This design comes from an exercise in tuning for small area, a short achievable clock period and few clock cycles per item on the open sky130 flow, not from production work. In this exercise RTL edits were held to simulation tests only and were not proved equivalent to the original.

==> flow/design.v, too long to show whole: its modules and the start of the top module <==
// module bfly_fin: 32 lines
// module bfly_pre: 142 lines
// module bfly_mul: 1143 lines
// module bfly_red: 878 lines
// module bfly_reg: 12 lines
// module ntt_butterfly: 58 lines
module ntt_butterfly (
  input  logic        clk,
  input  logic        rst,
  input  logic        in_valid,
  output logic        in_ready,
  input  logic        in_mode,
  input  logic [11:0] in_a,
  input  logic [11:0] in_b,
  input  logic [11:0] in_zeta,
  input  logic [7:0]  in_idx,
  output logic        out_valid,
  input  logic        out_ready,
  output logic [11:0] out_a,
  output logic [11:0] out_b,
  output logic [7:0]  out_idx,
  output logic        busy
);
  // ...
==> flow/flow/run.sh <==
#!/bin/bash
# Standard layout with these changes to how it is made:
#  - port buffers are buf_2 cells instead of the flow's default choice (a
#    slow delay buffer);
#  - timing repair aims for a 6.0 ns critical path (setup margin 8.0 ns
#    against the 14 ns clock);
#  - the clock tree is built from clkbuf_8 cells, without the dummy loads
#    clock tree synthesis adds to balance its branches;
#  - after the standard synthesis, invopt4.py picks the polarity of the
#    adder cells (a full adder is self-dual; a half adder is rebuilt as an
#    XOR/XNOR and an AND-type gate when that helps) and of gates that have a
#    complementary twin (AND/NAND, AOI/AO, ...) to drop the inverters Yosys
#    leaves between them; the netlist keeps the same function, registers
#    and ports.
set -euo pipefail
ARGS=("BUFFER_PORTS_ARGS=-buffer_cell sky130_fd_sc_hd__buf_2" SETUP_SLACK_MARGIN=8.0 "CTS_ARGS=-sink_clustering_enable -repair_clock_nets -buf_list sky130_fd_sc_hd__clkbuf_8 -dont_use_dummy_load")
R=$PWD/orfs/results/$FLOW_PLATFORM/ntt_butterfly/base
bash standard.sh "${ARGS[@]}" synth > synth.log 2>&1
cp $R/1_2_yosys.v 1_2_yosys_standard.v
python3 flow/invopt4.py 1_2_yosys_standard.v $R/1_2_yosys.v > invopt.log 2>&1
rm -f $R/1_synth.odb $R/1_synth.sdc
bash standard.sh "${ARGS[@]}" finish > standard.log 2>&1
==> flow/standard.sh <==
#!/bin/bash
# synth_recipe.tcl (not shown) runs the flow's synth.tcl, then flattens the netlist and writes it again
# the make line also repeats each setting of config.mk as NAME=value (left out here)
make -C /OpenROAD-flow-scripts/flow DESIGN_CONFIG=/design/flow/config.mk WORK_HOME=/design/flow/orfs CLKGATE_MAP_FILE= SYNTH_SCRIPT=/design/flow/synth_recipe.tcl "${@:-finish}"
==> flow/config.mk <==
export PLATFORM = sky130hd
export DESIGN_NAME = ntt_butterfly
export DESIGN_NICKNAME = ntt_butterfly
export VERILOG_FILES = /design/flow/design.v
export SDC_FILE = /design/flow/constraint.sdc
export NUM_CORES = 4
export LEC_CHECK = 0
export CAP_MARGIN = 20
export CORE_MARGIN = 2
export CORE_UTILIZATION = 40
export SLEW_MARGIN = 20
==> flow/constraint.sdc <==
create_clock -name core_clock -period 14.0 [get_ports {clk}]
set_input_delay 2.8000 -clock core_clock [delete_from_list [all_inputs] [get_ports {clk}]]
set_output_delay 2.8000 -clock core_clock [all_outputs]
set_load 0.01 [all_outputs]
Not shown: flow/flow/invopt4.py
==> impl_metrics.py, run 1 <==
metrics = {
    "status": {
        "outcome": "no timing/DRC/antenna violations",
    },
    "place": {
        "place_inst": 1622,
        "place_ws_ps": 7220,
    },
    "detailed_routing": {
        "wl_met1_um": 11700,
        "route.top_layer_used": "met4",
        "drtIter0Drc": 544,
        "antenna_left": 0,
    },
    "min_path": {
        "hold_end": "u_r2.q[45]$_DFFE_PP_",
    },
    "cts": {
        "clk_path_buf_depth": 2,
        "cts-resized-gates": 3,
        "postCtsSetupBuffers": 0,
        "clock-root-buffer": "clkbuf_8",
        "ctsHtreeMaxLevel": 4,
        "cts_made_buffers": 17,
    },
    "sta": {
        "rsz0062_at_grt": "true",
        "max_freq_mhz": 168,
        "setup_viol": 0,
        "period_needed_ps": 5960,
        "fin_skew_ps": 33.6,
    },
    "finish": {
        "final_cell_mix": "nand2_1 (209), fa_1 (175), edfxtp_1 (129), buf_2 (82), nor2_1 (79)",
        "clkbuf_count": 17,
        "fin_area_um2": 14100,
        "nets": 1560,
        "multi_input_area_um2": 8590,
        "nonClkBufAreaFrac": 0.0418,
        "n_fill_cell": 2939,
    },
    "grt": {
        "antenna_found_initial": 0,
        "track_usage": 0.167,
        "grt_max_degree": 74,
    },
    "synthesis": {
        "yosys_warnings": 4,
        "syn_nets": 1475,
    },
    "die": {
        "initial_utilization": 0.406,
        "die_h_um": 183,
        "core_um2": 31500,
    },
    "critical_path": {
        "r2r-end": "u_r3.q[20]$_DFFE_PP_",
    },
}
Testbench counts, summed over its fixed seeds: cycles 16,024, items 16,000.
==> inputs of run 2 (changes only) <==
--- a/flow/flow/run.sh
+++ b/flow/flow/run.sh
@@ -3,7 +3,7 @@
 #  - port buffers are buf_2 cells instead of the flow's default choice (a
 #    slow delay buffer);
 #  - timing repair aims for a 6.0 ns critical path (setup margin 8.0 ns
-#    against the 14 ns clock);
+#    against the 14 ns clock), working on the worst 10% of endpoints;
 #  - the clock tree is built from clkbuf_8 cells, without the dummy loads
 #    clock tree synthesis adds to balance its branches;
 #  - after the standard synthesis, invopt4.py picks the polarity of the
@@ -13,7 +13,7 @@
 #    leaves between them; the netlist keeps the same function, registers
 #    and ports.
 set -euo pipefail
-ARGS=("BUFFER_PORTS_ARGS=-buffer_cell sky130_fd_sc_hd__buf_2" SETUP_SLACK_MARGIN=8.0 "CTS_ARGS=-sink_clustering_enable -repair_clock_nets -buf_list sky130_fd_sc_hd__clkbuf_8 -dont_use_dummy_load")
+ARGS=("BUFFER_PORTS_ARGS=-buffer_cell sky130_fd_sc_hd__buf_2" SETUP_SLACK_MARGIN=8.0 TNS_END_PERCENT=10 "CTS_ARGS=-sink_clustering_enable -repair_clock_nets -buf_list sky130_fd_sc_hd__clkbuf_8 -dont_use_dummy_load")
 R=$PWD/orfs/results/$FLOW_PLATFORM/ntt_butterfly/base
 bash standard.sh "${ARGS[@]}" synth > synth.log 2>&1
 cp $R/1_2_yosys.v 1_2_yosys_standard.v
==> run 2 against run 1 <==
Utilization fell by 0.11 points; sequential share of layout area rose by 0.070 points; fmax rose by 0.22%; global-route usage fell by 0.28 points; critical endpoint unchanged; still clean on timing, DRC and antenna.
==> impl_metrics.py, run 2 <==
metrics = {
    "finish": {
        "final_util": 0.447,
        "drive_above_1_share": 0.127,
        "nets": 1558,
        "syn_to_final_growth_pct": 10.2,
        "final_common_cell": "nand2_1",
        "top_regs": "u_r1.q: 47 flops, u_r2.q: 47 flops, u_r3.q: 35 flops",
        "num_antenna_cells": 0,
        "n_fill_cell": 2910,
        "multi_input_area_um2": 8570,
        "regArea_um2": 3950,
        "final_cell_mix": "nand2_1 (209), fa_1 (176), edfxtp_1 (129), buf_2 (82), nor2_1 (80)",
    },
    "cts": {
        "worst_skew_pair.late_latency_ps": 450,
        "clock-root-buffer": "clkbuf_8",
        "ctsHtreeMaxLevel": 4,
        "cts_made_buffers": 17,
        "clk_path_buf_depth": 2,
        "clock_sinks": 133,
        "cts.clk_slew.worst_paths_ps": 80,
        "tritoncts": "done",
    },
    "critical_path": {
        "arrival_ps": 3150,
        "worstRegToRegCells": 18,
        "crit_start": "out_ready",
        "r2r-end": "u_r3.q[20]$_DFFE_PP_",
        "critPathRequiredTime_ps": 11200,
        "path_cells": "buf_2 -> nor2_1 -> nor2_1 -> buf_2",
        "r2r_start": "u_r2.q[9]$_DFFE_PP_",
        "startpoint_type": "primary input",
        "crit_path_end": "in_ready",
        "critical_path_class": "in2out",
        "end_kind": "output pin",
        "crit_path_max_incr_delay_ps": 130,
        "cp_max_fo": 2,
        "r2r_slack_ps": 8240,
        "cp_slowest_cell": "buf_2",
    },
    "sta": {
        "slew_headroom": 0.435,
        "rsz0062_at_grt": "true",
        "tns_ps": 0,
        "setup_viol": 0,
        "max_freq_mhz": 168,
        "hold-worst-slack_ps": 406,
        "period_needed_ps": 5950,
        "tightest_slew_ps": 847,
        "final_hold_viol_count": 0,
        "maxSlewViolCount": 0,
        "fin_crit_sh": 0.425,
        "fin_skew_ps": 37.8,
    },
    "status": {
        "outcome": "no timing/DRC/antenna violations",
    },
    "detailed_routing": {
        "viasPerCell": 5.01,
        "vias": 8279,
        "drt-pass1-iter-count": 5,
        "drc": 0,
        "drtIter0Drc": 379,
        "antenna_left": 0,
        "wirelength_um": 25800,
        "wl_per_cell_um": 15.6,
    },
    "die": {
        "initial_utilization": 0.406,
        "ios": 84,
        "die_h_um": 183,
        "fp.dieW_um": 183,
        "core_um2": 31500,
        "die-area_um2": 33400,
        "rows": 65,
    },
    "synthesis": {
        "syn_avg_cell_area_um2": 10.9,
        "yosys_warnings": 4,
        "syn_inst": 1170,
        "synth_area_um2": 12800,
        "syn_nets": 1475,
    },
    "grt": {
        "gr-total-overflow": 0,
        "antenna_found_initial": 0,
        "grt_pass1_vias": 8659,
        "grt_max_degree": 69,
        "track_usage": 0.164,
        "grt_pass1_wl_um": 43300,
    },
    "job": {
        "cap_violations": 0,
    },
    "min_path": {
        "hold_path_class": "reg2reg",
    },
    "place": {
        "portBuffers": 83,
        "place.gp.congestion": 0.824,
        "dp_hpwl_um": 20300,
    },
}
## run 2: cell count changes in the layout (fill, tap and decap cells not counted), sizes merged
cell | previous run | this run
buf | 100 | 98
## run 2: metrics by stage
stage | area [um2] | cells | worst slack, ps
global route | 14100 | 1653 | 7880
global placement | 13600 | 1622 | 7320
floorplan | 12800 | 1170 | 7730
finish | 14100 | 1653 | 8050
CTS | 13900 | 1639 | 7870
detailed placement | 13600 | 1622 | 7220
## run 2: worst max-delay path, delay by kind of cell
family        cells  cell delay (ps)
simple gates      2              110
buf+inv           2              230
## run 2: worst min path at each step
stage	start	endpoint	slack, ps	depth (start not counted)
finish	u_r1.q[41]$_DFFE_PP_	u_r2.q[41]$_DFFE_PP_	410	0
global route	u_r1.q[41]$_DFFE_PP_	u_r2.q[41]$_DFFE_PP_	410	0
CTS	u_r1.q[36]$_DFFE_PP_	u_r2.q[36]$_DFFE_PP_	410	0
detailed placement	u_r1.q[0]$_DFFE_PP_	u_r2.q[0]$_DFFE_PP_	400	0
global placement	u_r2.q[2]$_DFFE_PP_	u_r3.q[2]$_DFFE_PP_	400	0
floorplan	u_r1.q[0]$_DFFE_PP_	u_r2.q[0]$_DFFE_PP_	400	0
## run 2: cell type report
type / count / area share
multi-input cells: 938 / 0.609
flip-flops and latches: 133 / 0.281
repair buffers: 99 / 0.0409
well taps: 402 / 0.0357
inverters: 64 / 0.0172
clock buffers: 17 / 0.0166
## run 2: timing repair
action / CTS / global route
hold buffers: 0 / 0
endpoints found under the setup margin: 9 / 23
pin swaps: 0 / 8
setup buffers: 0 / 13
gates cloned: 0 / 1
resized for setup: 2 / 19
## run 2: layer usage
layer	global-route usage	vias up	part of all wire
met4	0.0510	0	0.017
li1	-	4018	-
met3	0.0242	33	0.037
met2	0.277	170	0.49
met5	0	-	0
met1	0.219	4058	0.46

separate check: timing with driven ports:
The flow's constraints put no driver on any port. The routed layouts listed below were extracted and timed again, unchanged, in two steps. Step 1 assumes that a clkbuf_16 drives the clock port and a buf_2 every other input. Step 2 adds t to the input delays and takes it off the output delays; t is the mean of the earliest and latest rising clock arrival at the registers after step 1. Input paths then give back, and output paths get back, about the clock's delay inside the block. Slacks: no drivers / after step 1 / after step 2; pairs: no drivers / after step 1.
| run | t (ns) | slack for setup (ns) | worst hold slack (ns) | worst register clock-pin slew, ns |
|---|---|---|---|---|
| run 1 | 0.484 | 8.039 / 7.996 / 7.512 | 0.419 / 0.419 / 0.419 | 0.09 / 0.09 |
| run 2 | 0.474 | 8.052 / 7.971 / 7.497 | 0.406 / 0.406 / 0.406 | 0.09 / 0.09 |
After both steps setup and hold are still met in every run listed. The setup slack of run 2, which loses most, moves by -0.081 ns with the drivers and by -0.555 ns with both steps.
